From an optimization exercise on the open Yosys and OpenROAD flow, aimed at small area, a short achievable clock period and few clock cycles per item; shortcuts taken in it are not production practice. In this exercise RTL edits were held to simulation tests only and were not proved equivalent to the original. No activity file was given, so power comes from the tool's default toggle rates.

==> flow/design.v <==
package bdq_pkg;
  localparam int CAPACITY = 16;
  localparam int AW       = $clog2(CAPACITY);
  localparam int CNT_W    = $clog2(CAPACITY + 1);
  localparam int DATA_W   = 32;
  localparam int POS_W    = 8;
  localparam int LEN_W    = 5;
  localparam int CMD_W    = 2;
  localparam int STAT_W   = 2;
  localparam int IN_TDATA_W  = ((DATA_W + POS_W + 7) / 8) * 8;
  localparam int IN_PAD_W    = IN_TDATA_W - DATA_W - POS_W;
  localparam int OUT_TDATA_W = ((DATA_W + LEN_W + 7) / 8) * 8;
  localparam int OUT_PAD_W   = OUT_TDATA_W - DATA_W - LEN_W;
  typedef enum logic [CMD_W-1:0] {
    CMD_INS_FRONT = 2'd0,
    CMD_INS_BACK  = 2'd1,
    CMD_DELETE    = 2'd2,
    CMD_DUMP      = 2'd3
  } cmd_t;
  typedef enum logic [STAT_W-1:0] {
    STAT_OK    = 2'd0,
    STAT_EMPTY = 2'd1,
    STAT_RANGE = 2'd2,
    STAT_FULL  = 2'd3
  } status_t;
  typedef enum logic [1:0] {
    ST_IDLE,
    ST_SHIFT,
    ST_DUMP,
    ST_RESP
  } state_t;
  typedef struct packed {
    logic              we;
    logic [AW-1:0]     waddr;
    logic [DATA_W-1:0] wdata;
    logic              re;
    logic [AW-1:0]     raddr;
  } mem_req_t;
  typedef struct packed {
    logic                     load;
    logic signed [DATA_W-1:0] item;
    status_t                  status;
    logic [LEN_W-1:0]         length;
    logic                     last;
  } result_t;
  function automatic logic [AW-1:0] ring_idx(input logic [AW-1:0] front,
                                             input logic [CNT_W-1:0] k);
    logic [CNT_W:0] sum;
    sum = (CNT_W + 1)'(front) + (CNT_W + 1)'(k);
    if (sum >= (CNT_W + 1)'(CAPACITY)) begin
      sum = sum - (CNT_W + 1)'(CAPACITY);
    end
    ring_idx = AW'(sum);
  endfunction
endpackage
module bounded_deque_with_indexed_delete_core (
  input  logic                   clk,
  input  logic                   rst_n,
  input  logic                   in_tvalid,
  output logic                   in_tready,
  input  logic [bdq_pkg::IN_TDATA_W-1:0]  in_tdata,    
  input  logic [bdq_pkg::CMD_W-1:0]       in_tuser,    
  output logic                   out_tvalid,
  input  logic                   out_tready,
  output logic [bdq_pkg::OUT_TDATA_W-1:0] out_tdata,   
  output logic [bdq_pkg::STAT_W-1:0]      out_tuser,   
  output logic                   out_tlast
);
  localparam int N = 16;
  localparam int W = 32;
  logic         rdy_r;
  logic         a_fr, a_bk, a_del, a_dump;    
  logic [W-1:0] a_val;
  logic [N-1:0] a_ge;                         
  logic         a_v;
  assign a_v = a_fr || a_bk || a_del || a_dump;
  logic a_ld;
  assign a_ld = !a_v || x_go;
  logic [W-1:0] mem [N];
  logic [N-1:0] occ;         
  logic [4:0]   cnt;         
  logic         dumping;     
  logic [3:0]   rem;         
  logic         x_go;        
  logic         x_fr;        
  logic         x_bk;        
  logic         x_del;       
  logic         x_step;      
  logic [N-1:0] x_hold;      
  logic         x_dok;       
  logic         m_v, s_v;
  logic [W-1:0] m_item, s_item;
  logic [4:0]   m_len, s_len;
  logic [1:0]   m_st, s_st;
  logic         m_last, s_last;
  logic         full, empty, del_ok, push, m_free, step_last;
  logic [N-1:0] sn, sb, sp, hold;
  logic [W-1:0] bus;
  logic [W-1:0] r_item;
  logic [4:0]   r_len;
  logic [1:0]   r_st;
  logic         r_last;
  assign full      = occ[N-1];
  assign empty     = !occ[0];
  assign del_ok    = x_dok;
  assign push      = x_go || x_step;
  assign m_free    = !m_v || out_tready;
  assign step_last = dumping ? (rem == 4'd0) : !occ[1];
  assign bus       = (dumping || a_dump) ? mem[0] : a_val;
  always_comb begin
    for (int i = 0; i < N; i++) begin
      sp[i] = x_fr;
      sn[i] = (x_del && a_ge[i]) || (x_step && ((i < N - 1) ? occ[(i + 1) % N] : 1'b0));
      sb[i] = (x_bk && ((i == 0) ? 1'b1 : occ[(i + N - 1) % N]) && !occ[i]) ||
              (x_step && occ[i] && ((i < N - 1) ? !occ[(i + 1) % N] : 1'b1));
      hold[i] = x_hold[i];
    end
  end
  always_comb begin
    r_item = '0;
    r_last = 1'b1;
    r_st   = 2'd0;
    r_len  = cnt;
    if (x_step) begin
      r_item = mem[0];
      r_last = step_last;
    end else if (a_dump) begin
      r_st   = 2'd1;
    end else if (a_del) begin
      r_st  = empty ? 2'd1 : (del_ok ? 2'd0 : 2'd2);
      r_len = del_ok ? cnt - 5'd1 : cnt;
    end else begin
      r_st  = full ? 2'd3 : 2'd0;
      r_len = full ? cnt : cnt + 5'd1;
    end
  end
  always_ff @(posedge clk) begin
    for (int i = 0; i < N; i++) begin
      mem[i] <= ({W{hold[i]}} & mem[i]) |
                ({W{sp[i]}}   & ((i == 0) ? a_val : mem[(i + N - 1) % N])) |
                ({W{sn[i]}}   & ((i < N - 1) ? mem[(i + 1) % N] : '0)) |
                ({W{sb[i]}}   & bus);
    end
  end
  logic         s_v_nxt, m_v_nxt, dumping_nxt;
  logic         a_fr_nxt, a_bk_nxt, a_del_nxt, a_dump_nxt, a_v_nxt, go_nxt, step_nxt;
  logic [N-1:0] a_ge_nxt;
  logic [3:0]   rem_nxt;
  logic [N-1:0] occ_nxt;
  logic [4:0]   cnt_nxt;
  always_comb begin
    dumping_nxt = dumping;
    rem_nxt     = rem;
    if (x_step) begin
      if (dumping) begin
        dumping_nxt = (rem != 4'd0);
        rem_nxt     = rem - 4'd1;
      end else begin
        dumping_nxt = occ[1];
        rem_nxt     = 4'(cnt - 5'd2);
      end
    end
    occ_nxt = occ;
    cnt_nxt = cnt;
    if (x_fr || (x_bk && !full)) begin
      occ_nxt = {occ[N-2:0], 1'b1};
      cnt_nxt = cnt + 5'd1;
    end else if (x_del && del_ok) begin
      occ_nxt = {1'b0, occ[N-1:1]};
      cnt_nxt = cnt - 5'd1;
    end
    if (m_free) begin
      m_v_nxt = s_v || push;
      s_v_nxt = 1'b0;
    end else begin
      m_v_nxt = 1'b1;
      s_v_nxt = s_v || push;
    end
    a_fr_nxt   = a_ld ? (in_tvalid && (in_tuser == 2'd0)) : a_fr;
    a_bk_nxt   = a_ld ? (in_tvalid && (in_tuser == 2'd1)) : a_bk;
    a_del_nxt  = a_ld ? (in_tvalid && (in_tuser == 2'd2)) : a_del;
    a_dump_nxt = a_ld ? (in_tvalid && (in_tuser == 2'd3)) : a_dump;
    a_v_nxt    = a_ld ? in_tvalid : a_v;
    go_nxt     = a_v_nxt && !s_v_nxt && !dumping_nxt;
    step_nxt   = (go_nxt && a_dump_nxt && occ_nxt[0]) || (dumping_nxt && !s_v_nxt);
    for (int i = 0; i < N; i++)
      a_ge_nxt[i] = a_ld ? ((in_tdata[W+7:W+4] == 4'd0) && (4'(i) >= in_tdata[W+3:W])) : a_ge[i];
  end
  always_ff @(posedge clk) begin
    if (!rst_n) begin
      rdy_r   <= 1'b1;
      a_fr    <= 1'b0;
      a_bk    <= 1'b0;
      a_del   <= 1'b0;
      a_dump  <= 1'b0;
      occ     <= '0;
      cnt     <= '0;
      dumping <= 1'b0;
      m_v     <= 1'b0;
      s_v     <= 1'b0;
      x_go    <= 1'b0;
      x_fr    <= 1'b0;
      x_bk    <= 1'b0;
      x_del   <= 1'b0;
      x_step  <= 1'b0;
      x_hold  <= '1;
      x_dok   <= 1'b0;
    end else begin
      rdy_r   <= !a_v_nxt || go_nxt;
      a_fr    <= a_fr_nxt;
      a_bk    <= a_bk_nxt;
      a_del   <= a_del_nxt;
      a_dump  <= a_dump_nxt;
      occ     <= occ_nxt;
      cnt     <= cnt_nxt;
      dumping <= dumping_nxt;
      m_v     <= m_v_nxt;
      s_v     <= s_v_nxt;
      x_go    <= go_nxt;
      x_fr    <= go_nxt && a_fr_nxt && !occ_nxt[N-1];
      x_bk    <= go_nxt && a_bk_nxt;
      x_del   <= go_nxt && a_del_nxt;
      x_step  <= step_nxt;
      x_dok   <= |(a_ge_nxt & occ_nxt);
      for (int i = 0; i < N; i++)
        x_hold[i] <= !((go_nxt && a_fr_nxt && !occ_nxt[N-1]) ||
                       (go_nxt && a_del_nxt && a_ge_nxt[i]) ||
                       (step_nxt && occ_nxt[i]) ||
                       (go_nxt && a_bk_nxt && ((i == 0) ? 1'b1 : occ_nxt[(i + N - 1) % N]) && !occ_nxt[i]));
    end
  end
  always_ff @(posedge clk) begin
    rem <= rem_nxt;
    a_ge <= a_ge_nxt;
    if (a_ld) begin
      a_val <= in_tdata[W-1:0];
    end
    if (!s_v) begin
      s_item <= r_item;
      s_len  <= r_len;
      s_st   <= r_st;
      s_last <= r_last;
    end
    if (m_free) begin
      m_item <= s_v ? s_item : r_item;
      m_len  <= s_v ? s_len  : r_len;
      m_st   <= s_v ? s_st   : r_st;
      m_last <= s_v ? s_last : r_last;
    end
  end
  assign in_tready  = rdy_r;
  assign out_tvalid = m_v;
  assign out_tdata  = {3'b000, m_len, m_item};
  assign out_tuser  = m_st;
  assign out_tlast  = m_last;
endmodule
==> flow/run.sh <==
#!/bin/bash
# synth_recipe.tcl (not shown) runs the flow's synth.tcl, then flattens the netlist and writes it again
# the make line also repeats each setting of config.mk as NAME=value (left out here)
make -C /OpenROAD-flow-scripts/flow DESIGN_CONFIG=/design/flow/config.mk WORK_HOME=/design/flow/orfs CLKGATE_MAP_FILE= SYNTH_SCRIPT=/design/flow/synth_recipe.tcl finish
==> flow/config.mk <==
export PLATFORM = sky130hd
export DESIGN_NAME = bounded_deque_with_indexed_delete_core
export DESIGN_NICKNAME = bounded_deque_with_indexed_delete_core
export VERILOG_FILES = /design/flow/design.v
export SDC_FILE = /design/flow/constraint.sdc
export NUM_CORES = 4
export LEC_CHECK = 0
export CAP_MARGIN = 20
export CORE_MARGIN = 2
export CORE_UTILIZATION = 40
export CTS_CLUSTER_DIAMETER = 100
export CTS_CLUSTER_SIZE = 25
export PLACE_DENSITY = 0.45
export SETUP_SLACK_MARGIN = 3.28
export SLEW_MARGIN = 20
==> flow/constraint.sdc <==
create_clock -name core_clock -period 5.5 [get_ports {clk}]
set_input_delay 1.1000 -clock core_clock [delete_from_list [all_inputs] [get_ports {clk}]]
set_output_delay 1.1000 -clock core_clock [all_outputs]
set_load 0.01 [all_outputs]
==> metrics.yaml <==
cts.reportedPaths.clkPinSlew_ns: 0.10
fmax_mhz: 444.1
cts_htree_levels: 2
run_status: "finished clean"
drt.antenna.violating_nets: 0
globalRouteTotalUtil_pct: 23.94
die_area_um2: 68400
numPortBuffers: 87
num_io_pins: 91
routed_via_density: 6.755
finalWorstPathRequiredPeriod_ns: 2.252
number_of_warnings_printed_during_yosys_synthesis: 2
power.static_leakage_uw: 0.01047
cells_on_worst_reg2reg_path: 7
finalCoreUtilization_pct: 45.45
floorplan.initialDensity_pct: 40.35
core_area_um2: 65750
clock_buffers_created_by_tritoncts: 34
post-route-period-util_pct: 40.94
insertedDiodeCount: 0
worst-path-max-fanout: 3
dr.pass1.iters: 11
final_hold_viol_count: 0
via_count_of_the_first_global_routing_pass: 19740
place.gp.congestion: 0.8506
synth_cell_type_count: 66
tritoncts: "yes"
postSynth.topFlopCell: "dfxtp_1"
setup_tns_ns: 0
worst-setup-path-type: "in2reg"
worst_skew_pair.late_latency_ns: 0.59
final_nets: 2482
die_w_um: 261.5
num_vias: 22340
startpoint_type: "input port"
async_flop_share_pct: 0
layout.cells.most_common: "dfxtp_1"
layout-drive-gt1-share_pct: 13.34
arrival_ns: 2.78
maximum_ir_drop_on_the_vdd_rail_mv: 0.2134
buffer_type_at_the_clock_tree_root: "clkbuf_16"
layout-area-overhead-vs-synth_pct: 12.63
avgRoutedWirePerCell_um: 25.88
routed_wl_um: 85570
rsz_0062_raised_after_global_routing: "yes"
cts-root-to-sink-buffers: 3
post_synth_inst_count: 2481
syn_area_per_cell_um2: 10.69
remaining_drc_errors: 0
mappedNetlistArea_um2: 26530
num_rows: 94
multi_input_area_um2: 11300
final-setup-viol-count: 0
ys_seq_elements: 695
slew_headroom_pct: 25.00
dr.first_iter.drc_count: 3964
detailedPlacementHpwl_um: 53830
tritoncts_num_sinks: 695
timing.max_cap.violations: 0
synth_edf_count: 76
ff_latch_area_um2: 14720
powerDensity_nw_per_um2: 372.1
slew_viol_final: 0
nFillCells: 6061
grt_antenna_before_repair: 0
die_h_um: 261.5
endpoint_kind: "register"
whs_path_depth: 2
grt_total_ovfl: 0
cp.required_ns: 6.03
cts-hold-fix-buffers: 0
grt_pass1_wl_um: 129900
grt_start_max_net_pins: 107
ys_seq_area_share_pct: 55.31
tightest_slew_ns: 1.125
leading_cell_types_in_the_layout_fill_and_taps_excluded: "593 x dfxtp_1, 532 x o21ai_0, 480 x a222oi_1, 82 x buf_4, 76 x edfxtp_1"
worstHoldPathType: "reg2reg"
finalClockSkew_ns: 0.01992
## per-stage QoR
stage | setup slack [ns] | cells | instance area, µm² | hold WS, ns | total power [µW]
after floorplan | 2.757 | 2483 | 26610 | 0.4225 | 7474
after global placement | 1.882 | 3207 | 28050 | 0.4453 | 8079
after detailed placement | 1.766 | 3209 | 28110 | 0.4500 | 8168
after CTS | 3.167 | 3296 | 29530 | 0.4690 | 11140
after global routing | 3.182 | 3307 | 29880 | 0.4995 | 11620
final | 3.248 | 3307 | 29880 | 0.4599 | 11120
## worst paths after layout
check                      to  slack [ns]        startpoint
max reg2reg  x_dok$_SDFF_PN0_        3.25  x_dok$_SDFF_PN0_
min          s_len[4]$_DFF_P_        0.46  s_len[4]$_DFF_P_
max          x_dok$_SDFF_PN0_        3.25      in_tdata[38]
min reg2reg  s_len[4]$_DFF_P_        0.46  s_len[4]$_DFF_P_
## what timing repair did
item                                    CTS  global route
gates cloned                              6             1
pin swaps                                18            14
gates resized for setup                 262            64
endpoints found under the setup margin  578           281
buffers inserted                         31             9
## synth_stat cells (all sizes together) (7+ instances only)
master  number  area [µm²]
a22oi       34       255.2
o221ai       9       78.83
nor3b        7       52.55
inv         35       131.4
o21ai      552        2763
nand2       46       172.7
a31oi       15       93.84
a21oi       50       257.8
a22o        46       402.9
edfxtp      76        2282
a222oi     480        4805
clkbuf     265       996.0
mux2i       50       500.5
nand3       19       95.09
nor2        25       96.35
ha           7       87.58
nor2b       16       100.1
dfxtp      619       12390
buf         20       120.1
and2        14       87.58
nand2b      10       62.56
nor3         9       45.04
## worst max-delay path: stages
cell      delay [ns]
buf_8           0.09
or4_4           0.54
or3_4           0.37
o31a_1          0.30
nor2_2          0.13
a2111o_1        0.12
o31a_1          0.12
## metal layers
| layer | vias up | global-route usage (%) | part of all wire [%] |
|---|---|---|---|
| li1 | 10180 | - | - |
| met1 | 11150 | 37.88 | 49 |
| met2 | 934 | 34.41 | 42 |
| met3 | 71 | 3.397 | 7.3 |
| met4 | 0 | 4.372 | 1.3 |
| met5 | - | 0 | 0 |
## layout make-up
cell class	count	area share, %
clock buffers	45	3.266
clock inverters	5	0.1172
inverters	35	0.4606
multi-input cells	1474	37.80
flip-flops and latches	695	49.27
well taps	864	3.618
repair buffers	189	5.464
## cells by family after synthesis
logic type	count (synthesis)	synth area share, %
compound gates	1226	33.90
flops	695	55.31
buf+inv	320	4.702
simple gates	167	3.311
mux	55	2.099
xor+xnor	10	0.3301
fa+ha+maj	7	0.3301
other cells	1	0.01413
## flip-flops by register name (all words and copies together) (netlist names), 2 cells and up
| name | count |
|---|---|
| m_item | 32 |
| cnt | 5 |
| x_hold | 16 |
| a_ge | 16 |
| s_st | 2 |
| m_st | 2 |
| s_len | 5 |
| a_val | 32 |
| occ | 16 |
| rem | 4 |
| mem | 512 |
| m_len | 5 |
| s_item | 32 |
## power by group
part	switching [µW]	total [µW]	leakage, µW	internal, µW
logic	696	1350	0.00411	655
clock network	1680	2950	0.000494	1270
registers	875	6820	0.00586	5940
total	3260	11100	0.0105	7860
Testbench counts, summed over its fixed seeds: cycles 19,762, commands 12,000.

-- afterwards: timing with drivers on the ports --
The flow's constraints put no driver on any port. The routed layout listed below was extracted and timed again, unchanged, in two steps. Step 1 (the two cells are an assumption about what drives the block):
set clk [get_ports {clk}]
set_driving_cell -lib_cell sky130_fd_sc_hd__clkbuf_16 $clk
set_driving_cell -lib_cell sky130_fd_sc_hd__buf_2 [delete_from_list [all_inputs] $clk]
Step 2 moves the port delays by t, midway between the first and last clock arrival at a register: inputs arrive t later, outputs are due t later. That takes back most of the time a late clock gives input paths. a / b / c = ideal ports / drivers / drivers and shift; a / b = the first two.
t (ns): 0.649
slack for setup (ns): 3.248 / 3.200 / 2.622
clock arrival spread, ns: 0.021 / 0.021
worst data-port slew with drivers (ns): 0.05
After both steps setup and hold are still met in this run. The setup slack of this run moves by -0.048 ns with the drivers and by -0.626 ns with both steps.
